Context: an optimization exercise on an open-source flow, tuned for small area and a short achievable clock period. The choices shown serve that exercise and are no tape-out recipe. Function was checked by simulation only, so behaviour that the tests miss may differ from the original. Power is estimated from default activity; no workload was simulated.

<file path="run.sh">
#!/bin/bash
# synth_recipe.tcl (not shown) runs the flow's synth.tcl, then flattens the netlist and writes it again
# the make line also repeats each setting of config.mk as NAME=value (left out here)
make -C /OpenROAD-flow-scripts/flow DESIGN_CONFIG=/design/flow/config.mk WORK_HOME=/design/flow/orfs CLKGATE_MAP_FILE= SYNTH_SCRIPT=/design/flow/synth_recipe.tcl finish
</file>
<file path="config.mk">
export PLATFORM = sky130hd
export DESIGN_NAME = lc3b_alu_pipe
export DESIGN_NICKNAME = lc3b_alu_pipe
export VERILOG_FILES = /design/flow/design.v
export SDC_FILE = /design/flow/constraint.sdc
export NUM_CORES = 4
export LEC_CHECK = 0
export CAP_MARGIN = 20
export CORE_MARGIN = 2
export CORE_UTILIZATION = 40
export SLEW_MARGIN = 20
</file>
<file path="constraint.sdc">
create_clock -name core_clock -period 7.0 [get_ports {clk}]
set_input_delay 1.4000 -clock core_clock [delete_from_list [all_inputs] [get_ports {clk}]]
set_output_delay 1.4000 -clock core_clock [all_outputs]
set_load 0.01 [all_outputs]
</file>
<file path="design.v">
package lc3b_types;
    typedef enum logic [3:0] {
        op_br   = 4'b0000,
        op_add  = 4'b0001,
        op_ldb  = 4'b0010,
        op_stb  = 4'b0011,
        op_jsr  = 4'b0100,
        op_and  = 4'b0101,
        op_ldr  = 4'b0110,
        op_str  = 4'b0111,
        op_rti  = 4'b1000,
        op_not  = 4'b1001,
        op_ldi  = 4'b1010,
        op_sti  = 4'b1011,
        op_jmp  = 4'b1100,
        op_shf  = 4'b1101,
        op_lea  = 4'b1110,
        op_trap = 4'b1111
    } lc3b_opcode;
    typedef enum logic [1:0] {
        x_base = 2'b00,
        x_ext1 = 2'b01,
        x_ext2 = 2'b10,
        x_ext3 = 2'b11
    } lc3b_lc3x;
    typedef enum logic [2:0] {
        alu_add,
        alu_sub,
        alu_mul,
        alu_and,
        alu_or,
        alu_xor,
        alu_not,
        alu_shf  
    } lc3b_aluop;
endpackage
`timescale 1ns/1ps
module control_rom
(
    input  logic [15:0] instr,
    output logic        writes,     
    output logic        k_mul,      
    output logic        k_as,       
    output logic        k_sub,      
    output logic        k_log,      
    output logic        k_shf,      
    output logic [1:0]  lsel,       
    output logic        use_imm,    
    output logic        use_sr2     
);
    logic [3:0] opcode;
    logic       i5;
    logic [1:0] x43;
    assign opcode = instr[15:12];
    assign i5     = instr[5];
    assign x43    = instr[4:3];
    always_comb
    begin
        writes  = 1'b0;
        k_mul   = 1'b0;
        k_as    = 1'b0;
        k_sub   = 1'b0;
        k_log   = 1'b0;
        k_shf   = 1'b0;
        lsel    = 2'b00;
        use_imm = 1'b0;
        use_sr2 = 1'b0;
        case (opcode)
            4'b0001:
            begin
                writes = 1'b1;
                if (i5)
                begin
                    k_as    = 1'b1;
                    use_imm = 1'b1;
                end
                else
                begin
                    use_sr2 = 1'b1;
                    if (x43 == 2'b01)
                        k_mul = 1'b1;
                    else
                    begin
                        k_as  = 1'b1;
                        k_sub = x43[1];
                    end
                end
            end
            4'b0101:
            begin
                k_log = 1'b1;
                if (i5)
                begin
                    writes  = 1'b1;
                    use_imm = 1'b1;
                    lsel    = 2'b00;
                end
                else
                begin
                    writes  = (x43 != 2'b11);
                    use_sr2 = 1'b1;
                    lsel    = x43;
                end
            end
            4'b1001:
            begin
                writes = 1'b1;
                k_log  = 1'b1;
                lsel   = 2'b11;
            end
            4'b1101:
            begin
                writes = 1'b1;
                k_shf  = 1'b1;
            end
            default: ;
        endcase
    end
endmodule
`timescale 1ns/1ps
module decode_stage
(
    input  logic                    clk,
    input  logic                    arst_n,
    input  logic                    instr_valid,
    input  logic [16-1:0]   instr,
    input  logic                    flush,
    input  logic [16-1:0]   rd_data1,
    input  logic [16-1:0]   rd_data2,
    input  logic                    wb_valid,
    input  logic [3-1:0]  wb_dest,
    input  logic [16-1:0]   wb_data,
    output logic                    d_valid,
    output logic [3-1:0]  d_dest,
    output logic [16-1:0]   d_opa,
    output logic [16-1:0]   d_opb,
    output logic                    d_fwd_a,
    output logic                    d_fwd_b,
    output logic                    d_mul,
    output logic                    d_as,
    output logic                    d_sub,
    output logic                    d_log,
    output logic                    d_shf,
    output logic [1:0]              d_lsel
);
    logic                   writes;
    logic                   k_mul, k_as, k_sub, k_log, k_shf, use_imm, use_sr2;
    logic [1:0]             lsel;
    logic [3-1:0] sr1, sr2;
    logic [16-1:0]  va, vb, opb;
    control_rom u_rom
    (
        .instr   (instr),
        .writes  (writes),
        .k_mul   (k_mul),
        .k_as    (k_as),
        .k_sub   (k_sub),
        .k_log   (k_log),
        .k_shf   (k_shf),
        .lsel    (lsel),
        .use_imm (use_imm),
        .use_sr2 (use_sr2)
    );
    assign sr1 = instr[8:6];
    assign sr2 = instr[2:0];
    assign va = (wb_valid && wb_dest == sr1) ? wb_data : rd_data1;
    assign vb = (wb_valid && wb_dest == sr2) ? wb_data : rd_data2;
    assign opb = use_imm ? {{(16-5){instr[4]}}, instr[4:0]} :
                 use_sr2 ? vb :
                           {{(16-6){1'b0}}, instr[5:0]};
    always_ff @(posedge clk or negedge arst_n)
    begin
        if (!arst_n)
            d_valid <= 1'b0;
        else
            d_valid <= instr_valid & ~flush & writes;
    end
    always_ff @(posedge clk)
    begin
        d_dest  <= instr[11:9];
        d_opa   <= va;
        d_opb   <= opb;
        d_fwd_a <= d_valid && d_dest == sr1;
        d_fwd_b <= use_sr2 && d_valid && d_dest == sr2;
        d_mul   <= k_mul;
        d_as    <= k_as;
        d_sub   <= k_sub;
        d_log   <= k_log;
        d_shf   <= k_shf;
        d_lsel  <= lsel;
    end
endmodule
`timescale 1ns/1ps
module mul_tree
(
    input  logic [15:0] x,
    input  logic [7:0]  one,
    input  logic [7:0]  two,
    input  logic [7:0]  neg,
    input  logic        cin0,
    input  logic [15:0] r,
    output logic [15:0] sa,
    output logic [15:0] sb
);
    wire pp0_0 = ((x[0] & one[0]) | (1'b0 & two[0])) ^ neg[0];
    wire pp0_1 = ((x[1] & one[0]) | (x[0] & two[0])) ^ neg[0];
    wire pp0_2 = ((x[2] & one[0]) | (x[1] & two[0])) ^ neg[0];
    wire pp0_3 = ((x[3] & one[0]) | (x[2] & two[0])) ^ neg[0];
    wire pp0_4 = ((x[4] & one[0]) | (x[3] & two[0])) ^ neg[0];
    wire pp0_5 = ((x[5] & one[0]) | (x[4] & two[0])) ^ neg[0];
    wire pp0_6 = ((x[6] & one[0]) | (x[5] & two[0])) ^ neg[0];
    wire pp0_7 = ((x[7] & one[0]) | (x[6] & two[0])) ^ neg[0];
    wire pp0_8 = ((x[8] & one[0]) | (x[7] & two[0])) ^ neg[0];
    wire pp0_9 = ((x[9] & one[0]) | (x[8] & two[0])) ^ neg[0];
    wire pp0_10 = ((x[10] & one[0]) | (x[9] & two[0])) ^ neg[0];
    wire pp0_11 = ((x[11] & one[0]) | (x[10] & two[0])) ^ neg[0];
    wire pp0_12 = ((x[12] & one[0]) | (x[11] & two[0])) ^ neg[0];
    wire pp0_13 = ((x[13] & one[0]) | (x[12] & two[0])) ^ neg[0];
    wire pp0_14 = ((x[14] & one[0]) | (x[13] & two[0])) ^ neg[0];
    wire pp0_15 = ((x[15] & one[0]) | (x[14] & two[0])) ^ neg[0];
    wire pp1_0 = ((x[0] & one[1]) | (1'b0 & two[1])) ^ neg[1];
    wire pp1_1 = ((x[1] & one[1]) | (x[0] & two[1])) ^ neg[1];
    wire pp1_2 = ((x[2] & one[1]) | (x[1] & two[1])) ^ neg[1];
    wire pp1_3 = ((x[3] & one[1]) | (x[2] & two[1])) ^ neg[1];
    wire pp1_4 = ((x[4] & one[1]) | (x[3] & two[1])) ^ neg[1];
    wire pp1_5 = ((x[5] & one[1]) | (x[4] & two[1])) ^ neg[1];
    wire pp1_6 = ((x[6] & one[1]) | (x[5] & two[1])) ^ neg[1];
    wire pp1_7 = ((x[7] & one[1]) | (x[6] & two[1])) ^ neg[1];
    wire pp1_8 = ((x[8] & one[1]) | (x[7] & two[1])) ^ neg[1];
    wire pp1_9 = ((x[9] & one[1]) | (x[8] & two[1])) ^ neg[1];
    wire pp1_10 = ((x[10] & one[1]) | (x[9] & two[1])) ^ neg[1];
    wire pp1_11 = ((x[11] & one[1]) | (x[10] & two[1])) ^ neg[1];
    wire pp1_12 = ((x[12] & one[1]) | (x[11] & two[1])) ^ neg[1];
    wire pp1_13 = ((x[13] & one[1]) | (x[12] & two[1])) ^ neg[1];
    wire pp2_0 = ((x[0] & one[2]) | (1'b0 & two[2])) ^ neg[2];
    wire pp2_1 = ((x[1] & one[2]) | (x[0] & two[2])) ^ neg[2];
    wire pp2_2 = ((x[2] & one[2]) | (x[1] & two[2])) ^ neg[2];
    wire pp2_3 = ((x[3] & one[2]) | (x[2] & two[2])) ^ neg[2];
    wire pp2_4 = ((x[4] & one[2]) | (x[3] & two[2])) ^ neg[2];
    wire pp2_5 = ((x[5] & one[2]) | (x[4] & two[2])) ^ neg[2];
    wire pp2_6 = ((x[6] & one[2]) | (x[5] & two[2])) ^ neg[2];
    wire pp2_7 = ((x[7] & one[2]) | (x[6] & two[2])) ^ neg[2];
    wire pp2_8 = ((x[8] & one[2]) | (x[7] & two[2])) ^ neg[2];
    wire pp2_9 = ((x[9] & one[2]) | (x[8] & two[2])) ^ neg[2];
    wire pp2_10 = ((x[10] & one[2]) | (x[9] & two[2])) ^ neg[2];
    wire pp2_11 = ((x[11] & one[2]) | (x[10] & two[2])) ^ neg[2];
    wire pp3_0 = ((x[0] & one[3]) | (1'b0 & two[3])) ^ neg[3];
    wire pp3_1 = ((x[1] & one[3]) | (x[0] & two[3])) ^ neg[3];
    wire pp3_2 = ((x[2] & one[3]) | (x[1] & two[3])) ^ neg[3];
    wire pp3_3 = ((x[3] & one[3]) | (x[2] & two[3])) ^ neg[3];
    wire pp3_4 = ((x[4] & one[3]) | (x[3] & two[3])) ^ neg[3];
    wire pp3_5 = ((x[5] & one[3]) | (x[4] & two[3])) ^ neg[3];
    wire pp3_6 = ((x[6] & one[3]) | (x[5] & two[3])) ^ neg[3];
    wire pp3_7 = ((x[7] & one[3]) | (x[6] & two[3])) ^ neg[3];
    wire pp3_8 = ((x[8] & one[3]) | (x[7] & two[3])) ^ neg[3];
    wire pp3_9 = ((x[9] & one[3]) | (x[8] & two[3])) ^ neg[3];
    wire pp4_0 = ((x[0] & one[4]) | (1'b0 & two[4])) ^ neg[4];
    wire pp4_1 = ((x[1] & one[4]) | (x[0] & two[4])) ^ neg[4];
    wire pp4_2 = ((x[2] & one[4]) | (x[1] & two[4])) ^ neg[4];
    wire pp4_3 = ((x[3] & one[4]) | (x[2] & two[4])) ^ neg[4];
    wire pp4_4 = ((x[4] & one[4]) | (x[3] & two[4])) ^ neg[4];
    wire pp4_5 = ((x[5] & one[4]) | (x[4] & two[4])) ^ neg[4];
    wire pp4_6 = ((x[6] & one[4]) | (x[5] & two[4])) ^ neg[4];
    wire pp4_7 = ((x[7] & one[4]) | (x[6] & two[4])) ^ neg[4];
    wire pp5_0 = ((x[0] & one[5]) | (1'b0 & two[5])) ^ neg[5];
    wire pp5_1 = ((x[1] & one[5]) | (x[0] & two[5])) ^ neg[5];
    wire pp5_2 = ((x[2] & one[5]) | (x[1] & two[5])) ^ neg[5];
    wire pp5_3 = ((x[3] & one[5]) | (x[2] & two[5])) ^ neg[5];
    wire pp5_4 = ((x[4] & one[5]) | (x[3] & two[5])) ^ neg[5];
    wire pp5_5 = ((x[5] & one[5]) | (x[4] & two[5])) ^ neg[5];
    wire pp6_0 = ((x[0] & one[6]) | (1'b0 & two[6])) ^ neg[6];
    wire pp6_1 = ((x[1] & one[6]) | (x[0] & two[6])) ^ neg[6];
    wire pp6_2 = ((x[2] & one[6]) | (x[1] & two[6])) ^ neg[6];
    wire pp6_3 = ((x[3] & one[6]) | (x[2] & two[6])) ^ neg[6];
    wire r7b0 = ((x[1] & one[7]) | (x[0] & two[7])) ^ neg[7];
    wire pp7_0 = x[0] & one[7];
    wire pp7_1 = r7b0 ^ (neg[7] & ~pp7_0);
    wire h0_8_0 = pp0_8 ^ pp1_6;
    wire k0_8_0 = pp0_8 & pp1_6;
    wire h0_9_1 = pp0_9 ^ pp1_7;
    wire k0_9_1 = pp0_9 & pp1_7;
    wire s0_10_0 = pp0_10 ^ pp1_8 ^ pp2_6;
    wire c0_10_0 = (pp0_10 & pp1_8) | (pp0_10 & pp2_6) | (pp1_8 & pp2_6);
    wire h0_10_2 = pp3_4 ^ pp4_2;
    wire k0_10_2 = pp3_4 & pp4_2;
    wire s0_11_1 = pp0_11 ^ pp1_9 ^ pp2_7;
    wire c0_11_1 = (pp0_11 & pp1_9) | (pp0_11 & pp2_7) | (pp1_9 & pp2_7);
    wire h0_11_3 = pp3_5 ^ pp4_3;
    wire k0_11_3 = pp3_5 & pp4_3;
    wire s0_12_2 = pp0_12 ^ pp1_10 ^ pp2_8;
    wire c0_12_2 = (pp0_12 & pp1_10) | (pp0_12 & pp2_8) | (pp1_10 & pp2_8);
    wire s0_12_3 = pp3_6 ^ pp4_4 ^ pp5_2;
    wire c0_12_3 = (pp3_6 & pp4_4) | (pp3_6 & pp5_2) | (pp4_4 & pp5_2);
    wire h0_12_4 = pp6_0 ^ neg[6];
    wire k0_12_4 = pp6_0 & neg[6];
    wire s0_13_4 = pp0_13 ^ pp1_11 ^ pp2_9;
    wire c0_13_4 = (pp0_13 & pp1_11) | (pp0_13 & pp2_9) | (pp1_11 & pp2_9);
    wire s0_13_5 = pp3_7 ^ pp4_5 ^ pp5_3;
    wire c0_13_5 = (pp3_7 & pp4_5) | (pp3_7 & pp5_3) | (pp4_5 & pp5_3);
    wire h0_13_5 = pp6_1 ^ r[13];
    wire k0_13_5 = pp6_1 & r[13];
    wire s0_14_6 = pp0_14 ^ pp1_12 ^ pp2_10;
    wire c0_14_6 = (pp0_14 & pp1_12) | (pp0_14 & pp2_10) | (pp1_12 & pp2_10);
    wire s0_14_7 = pp3_8 ^ pp4_6 ^ pp5_4;
    wire c0_14_7 = (pp3_8 & pp4_6) | (pp3_8 & pp5_4) | (pp4_6 & pp5_4);
    wire s0_14_8 = pp6_2 ^ pp7_0 ^ r[14];
    wire c0_14_8 = (pp6_2 & pp7_0) | (pp6_2 & r[14]) | (pp7_0 & r[14]);
    wire s0_15_9 = pp0_15 ^ pp1_13 ^ pp2_11;
    wire s0_15_10 = pp3_9 ^ pp4_7 ^ pp5_5;
    wire s0_15_11 = pp6_3 ^ pp7_1 ^ r[15];
    wire h1_4_6 = pp0_4 ^ pp1_2;
    wire k1_4_6 = pp0_4 & pp1_2;
    wire h1_5_7 = pp0_5 ^ pp1_3;
    wire k1_5_7 = pp0_5 & pp1_3;
    wire s1_6_12 = pp0_6 ^ pp1_4 ^ pp2_2;
    wire c1_6_12 = (pp0_6 & pp1_4) | (pp0_6 & pp2_2) | (pp1_4 & pp2_2);
    wire h1_6_8 = pp3_0 ^ neg[3];
    wire k1_6_8 = pp3_0 & neg[3];
    wire s1_7_13 = pp0_7 ^ pp1_5 ^ pp2_3;
    wire c1_7_13 = (pp0_7 & pp1_5) | (pp0_7 & pp2_3) | (pp1_5 & pp2_3);
    wire h1_7_9 = pp3_1 ^ r[7];
    wire k1_7_9 = pp3_1 & r[7];
    wire s1_8_14 = h0_8_0 ^ pp2_4 ^ pp3_2;
    wire c1_8_14 = (h0_8_0 & pp2_4) | (h0_8_0 & pp3_2) | (pp2_4 & pp3_2);
    wire s1_8_15 = pp4_0 ^ neg[4] ^ r[8];
    wire c1_8_15 = (pp4_0 & neg[4]) | (pp4_0 & r[8]) | (neg[4] & r[8]);
    wire s1_9_16 = k0_8_0 ^ h0_9_1 ^ pp2_5;
    wire c1_9_16 = (k0_8_0 & h0_9_1) | (k0_8_0 & pp2_5) | (h0_9_1 & pp2_5);
    wire s1_9_17 = pp3_3 ^ pp4_1 ^ r[9];
    wire c1_9_17 = (pp3_3 & pp4_1) | (pp3_3 & r[9]) | (pp4_1 & r[9]);
    wire s1_10_18 = k0_9_1 ^ s0_10_0 ^ h0_10_2;
    wire c1_10_18 = (k0_9_1 & s0_10_0) | (k0_9_1 & h0_10_2) | (s0_10_0 & h0_10_2);
    wire s1_10_19 = pp5_0 ^ neg[5] ^ r[10];
    wire c1_10_19 = (pp5_0 & neg[5]) | (pp5_0 & r[10]) | (neg[5] & r[10]);
    wire s1_11_20 = c0_10_0 ^ k0_10_2 ^ s0_11_1;
    wire c1_11_20 = (c0_10_0 & k0_10_2) | (c0_10_0 & s0_11_1) | (k0_10_2 & s0_11_1);
    wire s1_11_21 = h0_11_3 ^ pp5_1 ^ r[11];
    wire c1_11_21 = (h0_11_3 & pp5_1) | (h0_11_3 & r[11]) | (pp5_1 & r[11]);
    wire s1_12_22 = c0_11_1 ^ k0_11_3 ^ s0_12_2;
    wire c1_12_22 = (c0_11_1 & k0_11_3) | (c0_11_1 & s0_12_2) | (k0_11_3 & s0_12_2);
    wire s1_12_23 = s0_12_3 ^ h0_12_4 ^ r[12];
    wire c1_12_23 = (s0_12_3 & h0_12_4) | (s0_12_3 & r[12]) | (h0_12_4 & r[12]);
    wire s1_13_24 = c0_12_2 ^ c0_12_3 ^ k0_12_4;
    wire c1_13_24 = (c0_12_2 & c0_12_3) | (c0_12_2 & k0_12_4) | (c0_12_3 & k0_12_4);
    wire s1_13_25 = s0_13_4 ^ s0_13_5 ^ h0_13_5;
    wire c1_13_25 = (s0_13_4 & s0_13_5) | (s0_13_4 & h0_13_5) | (s0_13_5 & h0_13_5);
    wire s1_14_26 = c0_13_4 ^ c0_13_5 ^ k0_13_5;
    wire c1_14_26 = (c0_13_4 & c0_13_5) | (c0_13_4 & k0_13_5) | (c0_13_5 & k0_13_5);
    wire s1_14_27 = s0_14_6 ^ s0_14_7 ^ s0_14_8;
    wire c1_14_27 = (s0_14_6 & s0_14_7) | (s0_14_6 & s0_14_8) | (s0_14_7 & s0_14_8);
    wire s1_15_28 = c0_14_6 ^ c0_14_7 ^ c0_14_8;
    wire s1_15_29 = s0_15_9 ^ s0_15_10 ^ s0_15_11;
    wire h2_2_10 = pp0_2 ^ pp1_0;
    wire k2_2_10 = pp0_2 & pp1_0;
    wire h2_3_11 = pp0_3 ^ pp1_1;
    wire k2_3_11 = pp0_3 & pp1_1;
    wire s2_4_30 = h1_4_6 ^ pp2_0 ^ neg[2];
    wire c2_4_30 = (h1_4_6 & pp2_0) | (h1_4_6 & neg[2]) | (pp2_0 & neg[2]);
    wire s2_5_31 = k1_4_6 ^ h1_5_7 ^ pp2_1;
    wire c2_5_31 = (k1_4_6 & h1_5_7) | (k1_4_6 & pp2_1) | (h1_5_7 & pp2_1);
    wire s2_6_32 = k1_5_7 ^ s1_6_12 ^ h1_6_8;
    wire c2_6_32 = (k1_5_7 & s1_6_12) | (k1_5_7 & h1_6_8) | (s1_6_12 & h1_6_8);
    wire s2_7_33 = c1_6_12 ^ k1_6_8 ^ s1_7_13;
    wire c2_7_33 = (c1_6_12 & k1_6_8) | (c1_6_12 & s1_7_13) | (k1_6_8 & s1_7_13);
    wire s2_8_34 = c1_7_13 ^ k1_7_9 ^ s1_8_14;
    wire c2_8_34 = (c1_7_13 & k1_7_9) | (c1_7_13 & s1_8_14) | (k1_7_9 & s1_8_14);
    wire s2_9_35 = c1_8_14 ^ c1_8_15 ^ s1_9_16;
    wire c2_9_35 = (c1_8_14 & c1_8_15) | (c1_8_14 & s1_9_16) | (c1_8_15 & s1_9_16);
    wire s2_10_36 = c1_9_16 ^ c1_9_17 ^ s1_10_18;
    wire c2_10_36 = (c1_9_16 & c1_9_17) | (c1_9_16 & s1_10_18) | (c1_9_17 & s1_10_18);
    wire s2_11_37 = c1_10_18 ^ c1_10_19 ^ s1_11_20;
    wire c2_11_37 = (c1_10_18 & c1_10_19) | (c1_10_18 & s1_11_20) | (c1_10_19 & s1_11_20);
    wire s2_12_38 = c1_11_20 ^ c1_11_21 ^ s1_12_22;
    wire c2_12_38 = (c1_11_20 & c1_11_21) | (c1_11_20 & s1_12_22) | (c1_11_21 & s1_12_22);
    wire s2_13_39 = c1_12_22 ^ c1_12_23 ^ s1_13_24;
    wire c2_13_39 = (c1_12_22 & c1_12_23) | (c1_12_22 & s1_13_24) | (c1_12_23 & s1_13_24);
    wire s2_14_40 = c1_13_24 ^ c1_13_25 ^ s1_14_26;
    wire c2_14_40 = (c1_13_24 & c1_13_25) | (c1_13_24 & s1_14_26) | (c1_13_25 & s1_14_26);
    wire s2_15_41 = c1_14_26 ^ c1_14_27 ^ s1_15_28;
    wire h3_0_12 = pp0_0 ^ cin0;
    wire k3_0_12 = pp0_0 & cin0;
    wire h3_1_13 = pp0_1 ^ r[1];
    wire k3_1_13 = pp0_1 & r[1];
    wire s3_2_42 = h2_2_10 ^ neg[1] ^ r[2];
    wire c3_2_42 = (h2_2_10 & neg[1]) | (h2_2_10 & r[2]) | (neg[1] & r[2]);
    wire s3_3_43 = k2_2_10 ^ h2_3_11 ^ r[3];
    wire c3_3_43 = (k2_2_10 & h2_3_11) | (k2_2_10 & r[3]) | (h2_3_11 & r[3]);
    wire s3_4_44 = k2_3_11 ^ s2_4_30 ^ r[4];
    wire c3_4_44 = (k2_3_11 & s2_4_30) | (k2_3_11 & r[4]) | (s2_4_30 & r[4]);
    wire s3_5_45 = c2_4_30 ^ s2_5_31 ^ r[5];
    wire c3_5_45 = (c2_4_30 & s2_5_31) | (c2_4_30 & r[5]) | (s2_5_31 & r[5]);
    wire s3_6_46 = c2_5_31 ^ s2_6_32 ^ r[6];
    wire c3_6_46 = (c2_5_31 & s2_6_32) | (c2_5_31 & r[6]) | (s2_6_32 & r[6]);
    wire s3_7_47 = c2_6_32 ^ s2_7_33 ^ h1_7_9;
    wire c3_7_47 = (c2_6_32 & s2_7_33) | (c2_6_32 & h1_7_9) | (s2_7_33 & h1_7_9);
    wire s3_8_48 = c2_7_33 ^ s2_8_34 ^ s1_8_15;
    wire c3_8_48 = (c2_7_33 & s2_8_34) | (c2_7_33 & s1_8_15) | (s2_8_34 & s1_8_15);
    wire s3_9_49 = c2_8_34 ^ s2_9_35 ^ s1_9_17;
    wire c3_9_49 = (c2_8_34 & s2_9_35) | (c2_8_34 & s1_9_17) | (s2_9_35 & s1_9_17);
    wire s3_10_50 = c2_9_35 ^ s2_10_36 ^ s1_10_19;
    wire c3_10_50 = (c2_9_35 & s2_10_36) | (c2_9_35 & s1_10_19) | (s2_10_36 & s1_10_19);
    wire s3_11_51 = c2_10_36 ^ s2_11_37 ^ s1_11_21;
    wire c3_11_51 = (c2_10_36 & s2_11_37) | (c2_10_36 & s1_11_21) | (s2_11_37 & s1_11_21);
    wire s3_12_52 = c2_11_37 ^ s2_12_38 ^ s1_12_23;
    wire c3_12_52 = (c2_11_37 & s2_12_38) | (c2_11_37 & s1_12_23) | (s2_12_38 & s1_12_23);
    wire s3_13_53 = c2_12_38 ^ s2_13_39 ^ s1_13_25;
    wire c3_13_53 = (c2_12_38 & s2_13_39) | (c2_12_38 & s1_13_25) | (s2_13_39 & s1_13_25);
    wire s3_14_54 = c2_13_39 ^ s2_14_40 ^ s1_14_27;
    wire c3_14_54 = (c2_13_39 & s2_14_40) | (c2_13_39 & s1_14_27) | (s2_14_40 & s1_14_27);
    wire s3_15_55 = c2_14_40 ^ s2_15_41 ^ s1_15_29;
    assign sa[0] = h3_0_12;
    assign sb[0] = r[0];
    assign sa[1] = k3_0_12;
    assign sb[1] = h3_1_13;
    assign sa[2] = k3_1_13;
    assign sb[2] = s3_2_42;
    assign sa[3] = c3_2_42;
    assign sb[3] = s3_3_43;
    assign sa[4] = c3_3_43;
    assign sb[4] = s3_4_44;
    assign sa[5] = c3_4_44;
    assign sb[5] = s3_5_45;
    assign sa[6] = c3_5_45;
    assign sb[6] = s3_6_46;
    assign sa[7] = c3_6_46;
    assign sb[7] = s3_7_47;
    assign sa[8] = c3_7_47;
    assign sb[8] = s3_8_48;
    assign sa[9] = c3_8_48;
    assign sb[9] = s3_9_49;
    assign sa[10] = c3_9_49;
    assign sb[10] = s3_10_50;
    assign sa[11] = c3_10_50;
    assign sb[11] = s3_11_51;
    assign sa[12] = c3_11_51;
    assign sb[12] = s3_12_52;
    assign sa[13] = c3_12_52;
    assign sb[13] = s3_13_53;
    assign sa[14] = c3_13_53;
    assign sb[14] = s3_14_54;
    assign sa[15] = c3_14_54;
    assign sb[15] = s3_15_55;
endmodule
module execute_stage
(
    input  logic                    clk,
    input  logic                    arst_n,
    input  logic                    d_valid,
    input  logic [3-1:0]  d_dest,
    input  logic [16-1:0]   d_opa,
    input  logic [16-1:0]   d_opb,
    input  logic                    d_fwd_a,
    input  logic                    d_fwd_b,
    input  logic                    d_mul,
    input  logic                    d_as,
    input  logic                    d_sub,
    input  logic                    d_log,
    input  logic                    d_shf,
    input  logic [1:0]              d_lsel,
    output logic                    wb_valid,
    output logic [3-1:0]  wb_dest,
    output logic [16-1:0]   wb_data
);
    logic [15:0] a, b;
    logic [7:0]  one, two, neg;
    logic [16:0] yb;
    logic [15:0] r, sa, sb, arith, logic_out, shf_out, alu_out;
    logic        cin0;
    assign a = d_fwd_a ? wb_data : d_opa;
    assign b = d_fwd_b ? wb_data : d_opb;
    assign yb = {b, 1'b0};
    always_comb
    begin
        for (int j = 0; j < 8; j++)
        begin
            one[j] = d_mul & (yb[2*j+1] ^ yb[2*j]);
            two[j] = d_mul & ((yb[2*j+2] & ~yb[2*j+1] & ~yb[2*j]) |
                              (~yb[2*j+2] & yb[2*j+1] & yb[2*j]));
            neg[j] = d_mul & yb[2*j+2];
        end
        one[0] = (d_mul & b[0]) | d_as;
    end
    assign r    = {16{d_as}} & (b ^ {16{d_sub}});
    assign cin0 = neg[0] | d_sub;
    mul_tree u_tree
    (
        .x    (a),
        .one  (one),
        .two  (two),
        .neg  (neg),
        .cin0 (cin0),
        .r    (r),
        .sa   (sa),
        .sb   (sb)
    );
    assign arith = sa + sb;
    always_comb
    begin
        case (d_lsel)
            2'b00:   logic_out = a & b;
            2'b01:   logic_out = a | b;
            2'b10:   logic_out = a ^ b;
            default: logic_out = ~a;
        endcase
    end
    always_comb
    begin
        if (!b[4])
            shf_out = a << b[3:0];
        else if (b[5])
            shf_out = $signed(a) >>> b[3:0];
        else
            shf_out = a >> b[3:0];
    end
    assign alu_out = d_log ? logic_out : d_shf ? shf_out : arith;
    always_ff @(posedge clk or negedge arst_n)
    begin
        if (!arst_n)
            wb_valid <= 1'b0;
        else
            wb_valid <= d_valid;
    end
    always_ff @(posedge clk)
    begin
        wb_dest <= d_dest;
        wb_data <= alu_out;
    end
endmodule
`timescale 1ns/1ps
module result_stage
(
    input  logic                    clk,
    input  logic                    arst_n,
    input  logic [3-1:0]  rd_addr1,
    input  logic [3-1:0]  rd_addr2,
    input  logic                    wb_valid,
    input  logic [3-1:0]  wb_dest,
    input  logic [16-1:0]   wb_data,
    output logic [16-1:0]   rd_data1,
    output logic [16-1:0]   rd_data2,
    output logic [2:0]              cc
);
    logic [16-1:0] regs [8];
    logic [8-1:0] written;
    logic [2:0]            nzp;
    always_comb
    begin
        rd_data1 = '0;
        rd_data2 = '0;
        for (int i = 0; i < 8; i++)
        begin
            rd_data1 = rd_data1 | (regs[i] & {16{written[i] && rd_addr1 == i}});
            rd_data2 = rd_data2 | (regs[i] & {16{written[i] && rd_addr2 == i}});
        end
    end
    assign nzp = wb_data[16-1] ? 3'b100 :
                 (wb_data == '0)       ? 3'b010 :
                                         3'b001;
    always_ff @(posedge clk)
    begin
        for (int i = 0; i < 8; i++)
            if (wb_valid && wb_dest == i)
                regs[i] <= wb_data;
    end
    always_ff @(posedge clk or negedge arst_n)
    begin
        if (!arst_n)
        begin
            written <= '0;
            cc      <= 3'b010;  
        end
        else if (wb_valid)
        begin
            written[wb_dest] <= 1'b1;
            cc               <= nzp;
        end
    end
endmodule
`timescale 1ns/1ps
module lc3b_alu_pipe
(
    input  logic                    clk,
    input  logic                    arst_n,
    input  logic                    instr_valid,
    input  logic [16-1:0]   instr,
    input  logic                    flush,
    output logic                    wb_valid,
    output logic [3-1:0]  wb_dest,
    output logic [16-1:0]   wb_data,
    output logic [2:0]              cc
);
    logic                   d_valid;
    logic [3-1:0] d_dest;
    logic [16-1:0]  d_opa;
    logic [16-1:0]  d_opb;
    logic                   d_fwd_a;
    logic                   d_fwd_b;
    logic                   d_mul;
    logic                   d_as;
    logic                   d_sub;
    logic                   d_log;
    logic                   d_shf;
    logic [1:0]             d_lsel;
    logic [16-1:0]  rd_data1;
    logic [16-1:0]  rd_data2;
    decode_stage u_decode
    (
        .clk         (clk),
        .arst_n      (arst_n),
        .instr_valid (instr_valid),
        .instr       (instr),
        .flush       (flush),
        .rd_data1    (rd_data1),
        .rd_data2    (rd_data2),
        .wb_valid    (wb_valid),
        .wb_dest     (wb_dest),
        .wb_data     (wb_data),
        .d_valid     (d_valid),
        .d_dest      (d_dest),
        .d_opa       (d_opa),
        .d_opb       (d_opb),
        .d_fwd_a     (d_fwd_a),
        .d_fwd_b     (d_fwd_b),
        .d_mul       (d_mul),
        .d_as        (d_as),
        .d_sub       (d_sub),
        .d_log       (d_log),
        .d_shf       (d_shf),
        .d_lsel      (d_lsel)
    );
    execute_stage u_execute
    (
        .clk      (clk),
        .arst_n   (arst_n),
        .d_valid  (d_valid),
        .d_dest   (d_dest),
        .d_opa    (d_opa),
        .d_opb    (d_opb),
        .d_fwd_a  (d_fwd_a),
        .d_fwd_b  (d_fwd_b),
        .d_mul    (d_mul),
        .d_as     (d_as),
        .d_sub    (d_sub),
        .d_log    (d_log),
        .d_shf    (d_shf),
        .d_lsel   (d_lsel),
        .wb_valid (wb_valid),
        .wb_dest  (wb_dest),
        .wb_data  (wb_data)
    );
    result_stage u_result
    (
        .clk      (clk),
        .arst_n   (arst_n),
        .rd_addr1 (instr[8:6]),
        .rd_addr2 (instr[2:0]),
        .wb_valid (wb_valid),
        .wb_dest  (wb_dest),
        .wb_data  (wb_data),
        .rd_data1 (rd_data1),
        .rd_data2 (rd_data2),
        .cc       (cc)
    );
endmodule
</file>
==> metrics.yaml, run 1 <==
status: "finished clean"
placed_area_sq_mm: 0.0169
synth_ff_type: "edfxtp_1"
drt_iter0_markers: 1959
hold_viol_final: 0
grt_usage_pct: 27.0
m1WireLength_mm: 23.7
clk_pin_slew_ps: 60
tightest_slew_ps: 1160
clkPwrFrac_pct: 35.4
first_pass_iters: 6
cts_buffers: 22
synth.avg_cell_area_sq_um: 9.28
tritoncts: "built"
utilization_pct: 45.2
critical_path.endpoint: "u_execute.wb_data[15]"
pwr-share-comb_pct: 21.8
finalInstanceArea_sq_mm: 0.0176
vias_per_cell: 6.53
critPathLaunchType: "flop"
period_needed_ps: 6450
r2r_end: "u_execute.wb_data[15]"
synth_seq_cells: 204
cp.required_ps: 7390
area_delta_synth_final_pct: 10.9
fin_setup_tns_ps: 0
portBuffers: 42
top_level_ports: 43
wire_per_inst_microns: 25.3
dpl.hpwl_mm: 37.7
overflow: 0
grt_max_degree: 51
diodes: 0
die_y_microns: 203
routed.top_layer: "met4"
p_leak_nw: 6.67
start_util_pct: 40.8
post_cts_buffers: 0
relSlewSlack_pct: 22.6
synth_cell_type_count: 82
synth_edf_count: 128
grt_pass1_vias: 13900
worst_setup_path_end_kind: "flop"
post-route-period-util_pct: 92.2
drc_errors: 0
ys_async_sr_fraction_pct: 6.37
cap_violations: 0
cts_root_buf: "clkbuf_16"
ir_worst_vdd_v: 0.000162
die_w_microns: 203
fp.coreArea_sq_mm: 0.0389
clock_latency_ps: 520
cts_hold_buf: 0
layout.cells.non_filler: 2212
pwr-share-seq_pct: 42.8
fmax_mhz: 155
maxSlewViolCount: 0
p_int_mw: 2.23
cts_buffer_depth: 3
grt_first_pass_wirelength_mm: 85.4
rr_startpoint: "u_decode.d_fwd_a"
hold_class: "reg -> reg"
finClkSkew_ps: 22.5
cts_resized: 0
antenna_found_initial: 0
clock_sinks: 204
path_max_fanout: 24
synth_area_sq_mm: 0.0159
dr_wl_met2_mm: 23.9
dr_wl_met3_mm: 6.71
yosysSeqAreaShare_pct: 34.2
synth_cells: 1710
power_mw: 3.21
whs_ps: 395
synth_fp_nets: 1845
reg2reg_depth: 20
ant_nets: 0
num_vias: 14500
row_count: 72
p_per_area_mw_per_mm2: 183
ff2ff_setup_slack_ps: 550
cp_data_arrival_time_ps: 6840
setup_viol: 0
drive_gt1_share_pct: 10.7
wirelength_mm: 56.1
place.gp.congestion: 0.939
place_inst: 2172
rsz0062_at_grt: "false"
fin_ws_ps: 547
htree_levels: 1
crit_start: "u_decode.d_fwd_a"
criticalPathCategory: "reg -> reg"
swShare_pct: 30.8
power_switching_mw: 0.989
place_ws_ps: 680
fp.dieArea_sq_mm: 0.0413
ys_warn_count: 5
fin_nets: 1813
[layer usage]
layer  GRT usage (%)  up-vias
li1                -     6371
met1            39.0     6990
met2            39.8      957
met3            6.17      136
met4            8.81        0
met5               0        -
[kinds of logic after synthesis]
group,share of synthesized area [%]
flip-flops,34.2
adder cells (fa/ha/maj),11.3
multiplexers,7.51
XOR/XNOR,3.56
AO/OA/AOI/OAI,26.1
buffers and inverters,6.83
AND/OR/NAND/NOR,10.5
[critical path, stage by stage, from the launching register on]
cell	delay, ps
dfxtp_1	650
mux2i_2	270
buf_4	330
inv_1	400
a21oi_1	250
a21oi_1	50
o21ai_0	380
nand2_1	180
fa_1	460
fa_1	540
inv_1	50
fa_1	450
ha_1	350
a21o_1	180
a21oi_1	240
a2bb2oi_1	230
o311ai_0	300
a41o_1	340
or3_1	350
a21oi_1	190
o41ai_2	100
[state kept, by name, indices dropped and copies added, names as in the netlist, 2 cells and up]
signal             count
u_result.regs        128
u_decode.d_opa        16
u_decode.d_opb        16
u_execute.wb_data     16
u_result.written       8
u_decode.d_dest        3
u_execute.wb_dest      3
u_result.cc            3
u_decode.d_lsel        2
[cell usage in the layout, fill, tap and decap left out, types with 52 or more instances in the layout]
| master | count |
|---|---|
| buf_4 | 64 |
| ha_1 | 68 |
| edfxtp_1 | 128 |
| dfxtp_1 | 61 |
| a21oi_1 | 100 |
| nor2_1 | 111 |
| xnor2_1 | 52 |
| o21ai_0 | 142 |
| nand2_1 | 114 |
| inv_1 | 97 |
| a221oi_1 | 54 |
[area by class of cell]
type	instances	area, sq um
multi-input combinational	1235	9500
tap	518	648
fill	3792	21300
clock buffer	27	569
inverter	109	414
timing repair buffer	106	901
sequential	204	5430
clock inverter	13	134
[power groups by stage]
| stage | clock (mW) | sequential [mW] | combinational [mW] |
|---|---|---|---|
| 6_report | 1.14 | 1.37 | 0.702 |
| 5_1_grt | 1.20 | 1.38 | 0.752 |
| 4_1_cts | 1.14 | 1.37 | 0.679 |
| 3_5_place_dp | 0 | 1.40 | 0.676 |
| 3_3_place_gp | 0 | 1.40 | 0.668 |
| 2_1_floorplan | 0 | 1.38 | 0.424 |
[worst min-delay path by stage]
stage / start / to / cells after the start
4_1_cts: u_decode.d_dest[1] / u_execute.wb_dest[1] / 0
5_1_grt: u_decode.d_dest[1] / u_execute.wb_dest[1] / 0
3_3_place_gp: u_decode.d_dest[1] / u_execute.wb_dest[1] / 0
2_1_floorplan: u_decode.d_valid / u_execute.wb_valid / 0
3_5_place_dp: u_decode.d_dest[1] / u_execute.wb_dest[1] / 0
6_report: u_decode.d_dest[1] / u_execute.wb_dest[1] / 0
[synth_stat cells, drive strengths merged (21+ instances only)]
| library cell | n | area (sq um) |
|---|---|---|
| mux2i | 61 | 712 |
| nor2 | 112 | 423 |
| a221oi | 54 | 473 |
| edfxtp | 128 | 3840 |
| nor3 | 28 | 140 |
| o221ai | 28 | 251 |
| ha | 68 | 851 |
| buf | 29 | 170 |
| a22o | 44 | 385 |
| o21ai | 142 | 711 |
| a211oi | 22 | 165 |
| a22oi | 49 | 368 |
| o22ai | 45 | 282 |
| dfxtp | 63 | 1260 |
| nand2 | 115 | 434 |
| a21oi | 100 | 500 |
| clkbuf | 133 | 499 |
| nand3 | 21 | 105 |
| xnor2 | 52 | 455 |
| fa | 47 | 941 |
| inv | 109 | 414 |
| a31oi | 29 | 181 |
==> run 2, diff against run 1 <==
--- a/design.v
+++ b/design.v
@@ -43,7 +43,8 @@
     output logic        k_as,       
     output logic        k_sub,      
     output logic        k_log,      
-    output logic        k_shf,      
+    output logic        k_shl,      
+    output logic        k_shr,      
     output logic [1:0]  lsel,       
     output logic        use_imm,    
     output logic        use_sr2     
@@ -61,7 +62,8 @@
         k_as    = 1'b0;
         k_sub   = 1'b0;
         k_log   = 1'b0;
-        k_shf   = 1'b0;
+        k_shl   = 1'b0;
+        k_shr   = 1'b0;
         lsel    = 2'b00;
         use_imm = 1'b0;
         use_sr2 = 1'b0;
@@ -111,7 +113,8 @@
             4'b1101:
             begin
                 writes = 1'b1;
-                k_shf  = 1'b1;
+                k_shl  = ~instr[4];
+                k_shr  = instr[4];
             end
             default: ;
         endcase
@@ -136,18 +139,19 @@
     output logic [16-1:0]   d_opb,
     output logic                    d_fwd_a,
     output logic                    d_fwd_b,
-    output logic                    d_mul,
+    output logic                    d_mb,
     output logic                    d_as,
     output logic                    d_sub,
     output logic                    d_log,
-    output logic                    d_shf,
+    output logic                    d_shr,
+    output logic                    d_sra,
     output logic [1:0]              d_lsel
 );
     logic                   writes;
-    logic                   k_mul, k_as, k_sub, k_log, k_shf, use_imm, use_sr2;
+    logic                   k_mul, k_as, k_sub, k_log, k_shl, k_shr, use_imm, use_sr2;
     logic [1:0]             lsel;
     logic [3-1:0] sr1, sr2;
-    logic [16-1:0]  va, vb, opb;
+    logic [16-1:0]  va, vb, va_rev, opb;
     control_rom u_rom
     (
         .instr   (instr),
@@ -156,7 +160,8 @@
         .k_as    (k_as),
         .k_sub   (k_sub),
         .k_log   (k_log),
-        .k_shf   (k_shf),
+        .k_shl   (k_shl),
+        .k_shr   (k_shr),
         .lsel    (lsel),
         .use_imm (use_imm),
         .use_sr2 (use_sr2)
@@ -165,9 +170,12 @@
     assign sr2 = instr[2:0];
     assign va = (wb_valid && wb_dest == sr1) ? wb_data : rd_data1;
     assign vb = (wb_valid && wb_dest == sr2) ? wb_data : rd_data2;
+    always_comb
+        for (int i = 0; i < 16; i++)
+            va_rev[i] = va[16-1-i];
     assign opb = use_imm ? {{(16-5){instr[4]}}, instr[4:0]} :
                  use_sr2 ? vb :
-                           {{(16-6){1'b0}}, instr[5:0]};
+                           (16'(1) << instr[3:0]);
     always_ff @(posedge clk or negedge arst_n)
     begin
         if (!arst_n)
@@ -178,15 +186,16 @@
     always_ff @(posedge clk)
     begin
         d_dest  <= instr[11:9];
-        d_opa   <= va;
+        d_opa   <= k_shr ? va_rev : va;
         d_opb   <= opb;
         d_fwd_a <= d_valid && d_dest == sr1;
         d_fwd_b <= use_sr2 && d_valid && d_dest == sr2;
-        d_mul   <= k_mul;
+        d_mb    <= k_mul | k_shl | k_shr;
         d_as    <= k_as;
         d_sub   <= k_sub;
         d_log   <= k_log;
-        d_shf   <= k_shf;
+        d_shr   <= k_shr;
+        d_sra   <= k_shr & instr[5];
         d_lsel  <= lsel;
     end
 endmodule
@@ -451,11 +460,12 @@
     input  logic [16-1:0]   d_opb,
     input  logic                    d_fwd_a,
     input  logic                    d_fwd_b,
-    input  logic                    d_mul,
+    input  logic                    d_mb,
     input  logic                    d_as,
     input  logic                    d_sub,
     input  logic                    d_log,
-    input  logic                    d_shf,
+    input  logic                    d_shr,
+    input  logic                    d_sra,
     input  logic [1:0]              d_lsel,
     output logic                    wb_valid,
     output logic [3-1:0]  wb_dest,
@@ -464,21 +474,23 @@
     logic [15:0] a, b;
     logic [7:0]  one, two, neg;
     logic [16:0] yb;
-    logic [15:0] r, sa, sb, arith, logic_out, shf_out, alu_out;
+    logic [15:0] r, sa, sb, arith, arith_rev, fill, logic_out, alu_out;
     logic        cin0;
-    assign a = d_fwd_a ? wb_data : d_opa;
+    always_comb
+        for (int i = 0; i < 16; i++)
+            a[i] = d_fwd_a ? (d_shr ? wb_data[15-i] : wb_data[i]) : d_opa[i];
     assign b = d_fwd_b ? wb_data : d_opb;
     assign yb = {b, 1'b0};
     always_comb
     begin
         for (int j = 0; j < 8; j++)
         begin
-            one[j] = d_mul & (yb[2*j+1] ^ yb[2*j]);
-            two[j] = d_mul & ((yb[2*j+2] & ~yb[2*j+1] & ~yb[2*j]) |
+            one[j] = d_mb & (yb[2*j+1] ^ yb[2*j]);
+            two[j] = d_mb & ((yb[2*j+2] & ~yb[2*j+1] & ~yb[2*j]) |
                               (~yb[2*j+2] & yb[2*j+1] & yb[2*j]));
-            neg[j] = d_mul & yb[2*j+2];
+            neg[j] = d_mb & yb[2*j+2];
         end
-        one[0] = (d_mul & b[0]) | d_as;
+        one[0] = (d_mb & b[0]) | d_as;
     end
     assign r    = {16{d_as}} & (b ^ {16{d_sub}});
     assign cin0 = neg[0] | d_sub;
@@ -505,14 +517,15 @@
     end
     always_comb
     begin
-        if (!b[4])
-            shf_out = a << b[3:0];
-        else if (b[5])
-            shf_out = $signed(a) >>> b[3:0];
-        else
-            shf_out = a >> b[3:0];
-    end
-    assign alu_out = d_log ? logic_out : d_shf ? shf_out : arith;
+        for (int i = 0; i < 16; i++)
+            arith_rev[i] = arith[15-i];
+        fill[0] = 1'b0;
+        for (int i = 1; i < 16; i++)
+            fill[i] = fill[i-1] | b[16-i];
+    end
+    assign alu_out = d_log ? logic_out :
+                     d_shr ? (arith_rev | (fill & {16{d_sra & a[0]}})) :
+                             arith;
     always_ff @(posedge clk or negedge arst_n)
     begin
         if (!arst_n)
@@ -595,11 +608,12 @@
     logic [16-1:0]  d_opb;
     logic                   d_fwd_a;
     logic                   d_fwd_b;
-    logic                   d_mul;
+    logic                   d_mb;
     logic                   d_as;
     logic                   d_sub;
     logic                   d_log;
-    logic                   d_shf;
+    logic                   d_shr;
+    logic                   d_sra;
     logic [1:0]             d_lsel;
     logic [16-1:0]  rd_data1;
     logic [16-1:0]  rd_data2;
@@ -621,11 +635,12 @@
         .d_opb       (d_opb),
         .d_fwd_a     (d_fwd_a),
         .d_fwd_b     (d_fwd_b),
-        .d_mul       (d_mul),
+        .d_mb        (d_mb),
         .d_as        (d_as),
         .d_sub       (d_sub),
         .d_log       (d_log),
-        .d_shf       (d_shf),
+        .d_shr       (d_shr),
+        .d_sra       (d_sra),
         .d_lsel      (d_lsel)
     );
     execute_stage u_execute
@@ -638,11 +653,12 @@
         .d_opb    (d_opb),
         .d_fwd_a  (d_fwd_a),
         .d_fwd_b  (d_fwd_b),
-        .d_mul    (d_mul),
+        .d_mb     (d_mb),
         .d_as     (d_as),
         .d_sub    (d_sub),
         .d_log    (d_log),
-        .d_shf    (d_shf),
+        .d_shr    (d_shr),
+        .d_sra    (d_sra),
         .d_lsel   (d_lsel),
         .wb_valid (wb_valid),
         .wb_dest  (wb_dest),
--- a/config.mk
+++ b/config.mk
@@ -5,6 +5,7 @@
 export SDC_FILE = /design/flow/constraint.sdc
 export NUM_CORES = 4
 export LEC_CHECK = 0
+export ABC_CLOCK_PERIOD_IN_PS = 4500
 export CAP_MARGIN = 20
 export CORE_MARGIN = 2
 export CORE_UTILIZATION = 40
==> run 2 against run 1 <==
Against the previous run: still clean; setup slack lost 93 ps; synthesized cell count fell by 12%; via count fell by 12%; synthesized area is 7.7% lower; hold slack worse by 3.9 ps; clock power about the same; first-iteration DRC count decreased by 7.9%; critical path depth did not move; largest power group unchanged; highest routed layer unchanged.
==> metrics.yaml, run 2 <==
mostFrequentLayoutCells: "128 x edfxtp_1, 100 x nand2_1, 94 x a21oi_1, 85 x inv_1, 82 x xnor2_1"
synth_area_sq_mm: 0.0147  # -7.7%
grt_usage_pct: 26.0  # -0.99 points
vias_per_cell: 6.35  # -2.9%
critical_path.endpoint: "u_execute.wb_data[15]"
htree_levels: 1  # unchanged
status: "finished clean"
cap_violations: 0  # unchanged
critPathLaunchType: "flop"
crit_start: "u_decode.d_shr"
antenna_found_initial: 0  # unchanged
crit_chain: "mux2i_1 -> a21oi_1 -> clkinv_1 -> nor2_1 -> a21oi_1 -> o22ai_1 -> o21a_1 -> fa_1 -> fa_1 -> fa_1 -> ha_1 -> a21o_1 -> a221o_1 -> a31oi_1 -> o21ai_0 -> a2111oi_0 -> nor3_1 -> xnor3_1 -> nor2_1 -> o31ai_2"
ant_nets: 0  # unchanged
worstSetupPathDepth: 20  # unchanged
critical-path-top-delay-family: "compound AO/OA/AOI/OAI gates"
ff2ff_setup_slack_ps: 450  # -90 ps
place_inst: 1961  # -9.7%
clock_sinks: 205  # +0.49%
fin_setup_tns_ps: 0  # unchanged
synth_area_leaders: "edfxtp_1 26%, dfxtp_1 8.7%, fa_1 6.4%"
ir_worst_vdd_v: 0.000196  # +21%
top_level_ports: 43  # unchanged
drc_errors: 0  # unchanged
cp.required_ps: 7380  # about the same
layout.cells.non_filler: 2000  # -9.6%
hold_viol_final: 0  # unchanged
cts_resized: 0  # unchanged
worst-path-buf-inv: 1  # -2
fmax_mhz: 153  # -1.4%
synth.top_cell.area_share_pct: 26.2  # +2.0 points
yosysTopAreaCell: "edfxtp_1"
row_count: 70  # -2.8%
p_leak_nw: 6.10  # -8.6%
largest_register: "u_result.regs"
cp_slowest_stage_delay_ps: 650  # about the same
ys_top_cells_by_count: "128 x edfxtp_1, 109 x clkbuf_1, 100 x nand2_1, 94 x a21oi_1, 85 x inv_1"
rr_startpoint: "u_decode.d_shr"
setup_viol: 0  # unchanged
fp.dieArea_sq_mm: 0.0382  # -7.5%
hold_class: "reg -> reg"
p_per_area_mw_per_mm2: 194  # +6.4%
r2r_end: "u_execute.wb_data[15]"
first_pass_iters: 5  # -1
cts_buffer_depth: 3  # unchanged
fp.coreArea_sq_mm: 0.0363  # -6.6%
portBuffers: 42  # unchanged
finClkSkew_ps: 23.4  # +0.904 ps
wire_per_inst_microns: 25.1  # -1.1%
cp_data_arrival_time_ps: 6920  # +80 ps
post-route-period-util_pct: 93.5  # +1.3 points
relSlewSlack_pct: 21.0  # -1.6 points
utilization_pct: 45.3  # about the same
synth_fp_nets: 1639  # -11%
maxSlewViolCount: 0  # unchanged
drt_iter0_markers: 1805  # -7.9%
clock_latency_ps: 520  # about the same
die_w_microns: 195  # -3.8%
yosysMostFrequentCell: "edfxtp_1"
num_vias: 12700  # -12%
cts_root_buf: "clkbuf_16"
overflow: 0  # unchanged
worst_setup_path_end_kind: "flop"
criticalPathCategory: "reg -> reg"
ys_warn_count: 5  # unchanged
path_max_fanout: 18  # -25%
yosysSeqAreaShare_pct: 37.2  # +3.0 points
reg2reg_depth: 20  # unchanged
synth_ff_type: "edfxtp_1"
diodes: 0  # unchanged
wirelength_mm: 50.1  # -11%
synth_cell_type_count: 71  # -13%
final_common_cell: "edfxtp_1"
die_y_microns: 195  # -3.8%
dpl.hpwl_mm: 35.3  # -6.3%
largest_reg_flops: 128  # unchanged
power_mw: 3.20  # -0.55%
grt_max_degree: 44  # -14%
place.gp.congestion: 0.951  # +1.3%
n_fill_cell: 3392  # -11%
tritoncts: "built"
ys_async_sr_fraction_pct: 6.34  # -0.031 points
critical-path-slowest-cell: "dfxtp_2"
drive_gt1_share_pct: 10.2  # -0.50 points
tightest_slew_ps: 1190  # +23.8 ps
clk_pin_slew_ps: 60  # about the same
grt_first_pass_wirelength_mm: 75.9  # -11%
cts_buffers: 22  # unchanged
synth_edf_count: 128  # unchanged
post_cts_buffers: 0  # unchanged
synth_seq_cells: 205  # +0.49%
rsz0062_at_grt: "false"
grt_pass1_vias: 12200  # -13%
period_needed_ps: 6550  # +93.5 ps
fin_nets: 1650  # -9.0%
synth_cells: 1507  # -12%
start_util_pct: 40.3  # -0.48 points
cpMostUsedCell: "fa_1"
synth.avg_cell_area_sq_um: 9.72  # +4.7%
cts_hold_buf: 0  # unchanged
area_delta_synth_final_pct: 12.3
## run 2: worst min path at each step
stage	slack, ps	from	to	cells after the start
after floorplan	370	u_decode.d_valid	u_execute.wb_valid	0
after global placement	390	u_decode.d_dest[1]	u_execute.wb_dest[1]	0
after detailed placement	390	u_decode.d_dest[0]	u_execute.wb_dest[0]	0
after CTS	400	u_decode.d_dest[0]	u_execute.wb_dest[0]	0
after global routing	400	u_decode.d_dest[0]	u_execute.wb_dest[0]	0
final	390	u_decode.d_dest[0]	u_execute.wb_dest[0]	0
## run 2: logic make-up (layout without fill, tap and decap cells)
kind of cell	after synthesis	count (layout)	synth area share, %
compound gates	492	492	23.0
xor+xnor	97	97	5.89
fa+ha+maj	112	112	12.0
buf+inv	223	248	6.06
flops	205	205	37.2
mux	63	63	5.56
simple gates	315	315	10.4
## run 2: power by group
part	switching, mW	internal, mW
sequential	0.0399	1.34
clock	0.460	0.647
combinational	0.448	0.258
total	0.948	2.25
## run 2: cell type report
class	count	area, sq um	share of cell area, %
clock buffers	28	606	3.68
clock inverters	10	81.3	0.494
inverters	95	357	2.17
multi-input cells	1079	8390	51.0
flip-flops and latches	205	5450	33.2
well taps	468	586	3.56
repair buffers	115	983	5.98
## run 2: stage by stage
step | setup slack [ps] | hold WS, ps | cell area, sq um
final | 453 | 391 | 16500
after global routing | 30.3 | 400 | 16500
after CTS | 482 | 395 | 16400
after detailed placement | 524 | 387 | 15800
after global placement | 650 | 385 | 15700
after floorplan | 1060 | 373 | 14700
## run 2: per-layer routing
layer  routed length (microns)  share of wire [%]  GRT usage [%]  up-vias
li1                          -                  -              -     5636
met1                     22200                 44           38.7     6236
met2                     21700                 43           39.4      720
met3                      5040                 10           4.25      101
met4                      1210                2.4           6.45        0
met5                         0                  0              0        -
## run 2: worst reg2reg max path, cell delays in order, from the launching register on
cell       delay (ps)
dfxtp_2           650
mux2i_1           150
a21oi_1           240
clkinv_1          580
nor2_1            430
a21oi_1           130
o22ai_1           160
o21a_1            190
fa_1              450
fa_1              520
fa_1              420
ha_1              340
a21o_1            200
a221o_1           340
a31oi_1           230
o21ai_0           240
a2111oi_0         460
nor3_1            110
xnor3_1           380
nor2_1            130
o31ai_2            70
==> run 3, diff against run 2 <==
--- a/config.mk
+++ b/config.mk
@@ -5,7 +5,6 @@
 export SDC_FILE = /design/flow/constraint.sdc
 export NUM_CORES = 4
 export LEC_CHECK = 0
-export ABC_CLOCK_PERIOD_IN_PS = 4500
 export CAP_MARGIN = 20
 export CORE_MARGIN = 2
 export CORE_UTILIZATION = 40
==> run 3 against run 2 <==
Against the previous run: clock skew did not move; first-iteration DRC count did not move; total power stayed put; non-clock buffer count unchanged; flip-flop and latch count is the same; hold slack is the same; still clean; via count did not move.
==> metrics.yaml, run 3 <==
cp_data_arrival_time_ps: 6920  # about the same
mostFrequentLayoutCells: "128 x edfxtp_1, 100 x nand2_1, 94 x a21oi_1, 85 x inv_1, 82 x xnor2_1"
fp.dieArea_sq_mm: 0.0382  # unchanged
clock_sinks: 205  # unchanged
period_needed_ps: 6550  # unchanged
ys_top_cells_by_count: "128 x edfxtp_1, 109 x clkbuf_1, 100 x nand2_1, 94 x a21oi_1, 85 x inv_1"
synth_cell_type_count: 71  # unchanged
grt_usage_pct: 26.0  # unchanged
synth.top_cell.area_share_pct: 26.2  # unchanged
synth_ff_type: "edfxtp_1"
final_common_cell: "edfxtp_1"
finalInstanceArea_sq_mm: 0.0165  # unchanged
finClkSkew_ps: 23.4  # unchanged
ir_worst_vdd_v: 0.000196  # unchanged
cts_resized: 0  # unchanged
cts_buffer_depth: 3  # unchanged
start_util_pct: 40.3  # unchanged
drt_iter0_markers: 1805  # unchanged
fp.coreArea_sq_mm: 0.0363  # unchanged
fin_setup_tns_ps: 0  # unchanged
crit_chain: "mux2i_1 -> a21oi_1 -> clkinv_1 -> nor2_1 -> a21oi_1 -> o22ai_1 -> o21a_1 -> fa_1 -> fa_1 -> fa_1 -> ha_1 -> a21o_1 -> a221o_1 -> a31oi_1 -> o21ai_0 -> a2111oi_0 -> nor3_1 -> xnor3_1 -> nor2_1 -> o31ai_2"
post-route-period-util_pct: 93.5  # unchanged
ant_nets: 0  # unchanged
largest_reg_flops: 128  # unchanged
ys_async_sr_fraction_pct: 6.34  # unchanged
synth_area_sq_mm: 0.0147  # unchanged
synth_cells: 1507  # unchanged
htree_levels: 1  # unchanged
vias_per_cell: 6.35  # unchanged
criticalPathCategory: "reg -> reg"
wirelength_mm: 50.1  # unchanged
cts_root_buf: "clkbuf_16"
fin_ws_ps: 453  # unchanged
die_w_microns: 195  # unchanged
portBuffers: 42  # unchanged
setup_viol: 0  # unchanged
cts_hold_buf: 0  # unchanged
place_ws_ps: 524  # unchanged
ys_warn_count: 5  # unchanged
hold_class: "reg -> reg"
yosysSeqAreaShare_pct: 37.2  # unchanged
synth_seq_cells: 205  # unchanged
overflow: 0  # unchanged
ff2ff_setup_slack_ps: 450  # about the same
worst_setup_path_end_kind: "flop"
clk_pin_slew_ps: 60  # about the same
num_vias: 12700  # unchanged
area_delta_synth_final_pct: 12.3  # unchanged
critPathLaunchType: "flop"
die_y_microns: 195  # unchanged
dpl.hpwl_mm: 35.3  # unchanged
placed_area_sq_mm: 0.0158  # unchanged
row_count: 70  # unchanged
cp_slowest_stage_delay_ps: 650  # about the same
p_per_area_mw_per_mm2: 194  # unchanged
cap_violations: 0  # unchanged
synth_area_leaders: "edfxtp_1 26%, dfxtp_1 8.7%, fa_1 6.4%"
cts_buffers: 22  # unchanged
worst-path-buf-inv: 1  # unchanged
p_leak_nw: 6.10  # unchanged
grt_first_pass_wirelength_mm: 75.9  # unchanged
status: "finished clean"
rsz0062_at_grt: "false"
synth_fp_nets: 1639  # unchanged
tightest_slew_ps: 1190  # unchanged
synth.avg_cell_area_sq_um: 9.72  # unchanged
top_level_ports: 43  # unchanged
place.gp.congestion: 0.951  # unchanged
largest_register: "u_result.regs"
maxSlewViolCount: 0  # unchanged
yosysMostFrequentCell: "edfxtp_1"
critical-path-top-delay-family: "compound AO/OA/AOI/OAI gates"
cp.required_ps: 7380  # about the same
path_max_fanout: 18  # unchanged
wire_per_inst_microns: 25.1  # unchanged
grt_max_degree: 44  # unchanged
post_cts_buffers: 0  # unchanged
relSlewSlack_pct: 21.0  # unchanged
critical-path-slowest-cell: "dfxtp_2"
first_pass_iters: 5  # unchanged
yosysTopAreaCell: "edfxtp_1"
fmax_mhz: 153  # unchanged
drive_gt1_share_pct: 10.2  # unchanged
tritoncts: "built"
antenna_found_initial: 0  # unchanged
drc_errors: 0  # unchanged
synth_edf_count: 128  # unchanged
fin_nets: 1650  # unchanged
hold_viol_final: 0  # unchanged
clock_latency_ps: 520  # about the same
cpMostUsedCell: "fa_1"
grt_pass1_vias: 12200  # unchanged
diodes: 0  # unchanged
-- run 3: area by class of cell --
type                            count  area (sq um)
Clock buffer                       28           606
Clock inverter                     10          81.3
Fill cell                        3392         19900
Inverter                           95           357
Multi-Input combinational cell   1079          8390
Sequential cell                   205          5450
Tap cell                          468           586
Timing Repair Buffer              115           983
-- run 3: routing by layer --
layer,global-route usage [%],part of all wire (%),up-vias
met5,0,0,-
met4,6.45,2.4,0
met3,4.25,10,101
met2,39.4,43,720
met1,38.7,44,6236
li1,-,-,5636
-- run 3: worst reg2reg max path: stages, from the launching register on --
cell	delay, ps
dfxtp_2	650
mux2i_1	150
a21oi_1	240
clkinv_1	580
nor2_1	430
a21oi_1	130
o22ai_1	160
o21a_1	190
fa_1	450
fa_1	520
fa_1	420
ha_1	340
a21o_1	200
a221o_1	340
a31oi_1	230
o21ai_0	240
a2111oi_0	460
nor3_1	110
xnor3_1	380
nor2_1	130
o31ai_2	70
-- run 3: power by group --
part | total [mW] | switching, mW | internal [mW] | leakage [nW]
clock network | 1.11 | 0.460 | 0.647 | 0.332
logic | 0.706 | 0.448 | 0.258 | 3.89
registers | 1.38 | 0.0399 | 1.34 | 1.88
-- run 3: logic make-up after synthesis --
logic type	Yosys count	share of synthesized area (%)
XOR/XNOR	97	5.89
adder cells (fa/ha/maj)	112	12.0
AO/OA/AOI/OAI	492	23.0
buffers and inverters	223	6.06
multiplexers	63	5.56
AND/OR/NAND/NOR	315	10.4
flip-flops	205	37.2
-- run 3: worst paths after layout --
check	endpoint	depth (start not counted)	start
max in group asynchronous	u_result.written[7]	1	arst_n
max reg2reg	u_execute.wb_data[15]	20	u_decode.d_shr
min in group asynchronous	u_result.cc[2]	1	arst_n
min reg2reg	u_execute.wb_dest[0]	0	u_decode.d_dest[0]
max	u_execute.wb_data[15]	20	u_decode.d_shr
min	u_execute.wb_dest[0]	0	u_decode.d_dest[0]
-- run 3: per-stage QoR --
step	hold slack (ps)	util [%]	std cells	total power, mW
global placement	385	43.3	1960	2.09
floorplan	373	-	1507	1.82
global route	400	45.3	2000	3.32
finish	391	45.3	2000	3.20
CTS	395	45.2	1999	3.19
detailed placement	387	43.3	1961	2.10

==> separate check: timing with driven ports <==
The results above use ideal ports. As a check the final layouts listed here were re-extracted and re-timed, cells and wires unchanged. Step 1 sets driving cells, clkbuf_16 on the clock port and buf_2 on the other inputs (assumed; they add their load-dependent delay and slew). Step 2 adds t to the input delays and takes it off the output delays; t is the mean of the earliest and latest rising clock arrival at the registers after step 1. Input paths then give back, and output paths get back, about the clock's delay inside the block. a / b / c = ideal ports / drivers / drivers and shift; a / b = the first two.
| run | t (ns) | slack for setup (ns) | clock arrival spread, ns | worst slew at a driven data input, ns | cell pins on the clock port's net |
|---|---|---|---|---|---|
| run 1 | 0.560 | 0.547 / 0.547 / 0.547 | 0.023 / 0.024 | 0.04 | 1 |
| run 2 | 0.550 | 0.453 / 0.453 / 0.453 | 0.025 / 0.025 | 0.07 | 1 |
| run 3 | 0.550 | 0.453 / 0.453 / 0.453 | 0.025 / 0.025 | 0.07 | 1 |
After both steps setup and hold are still met in every run listed.
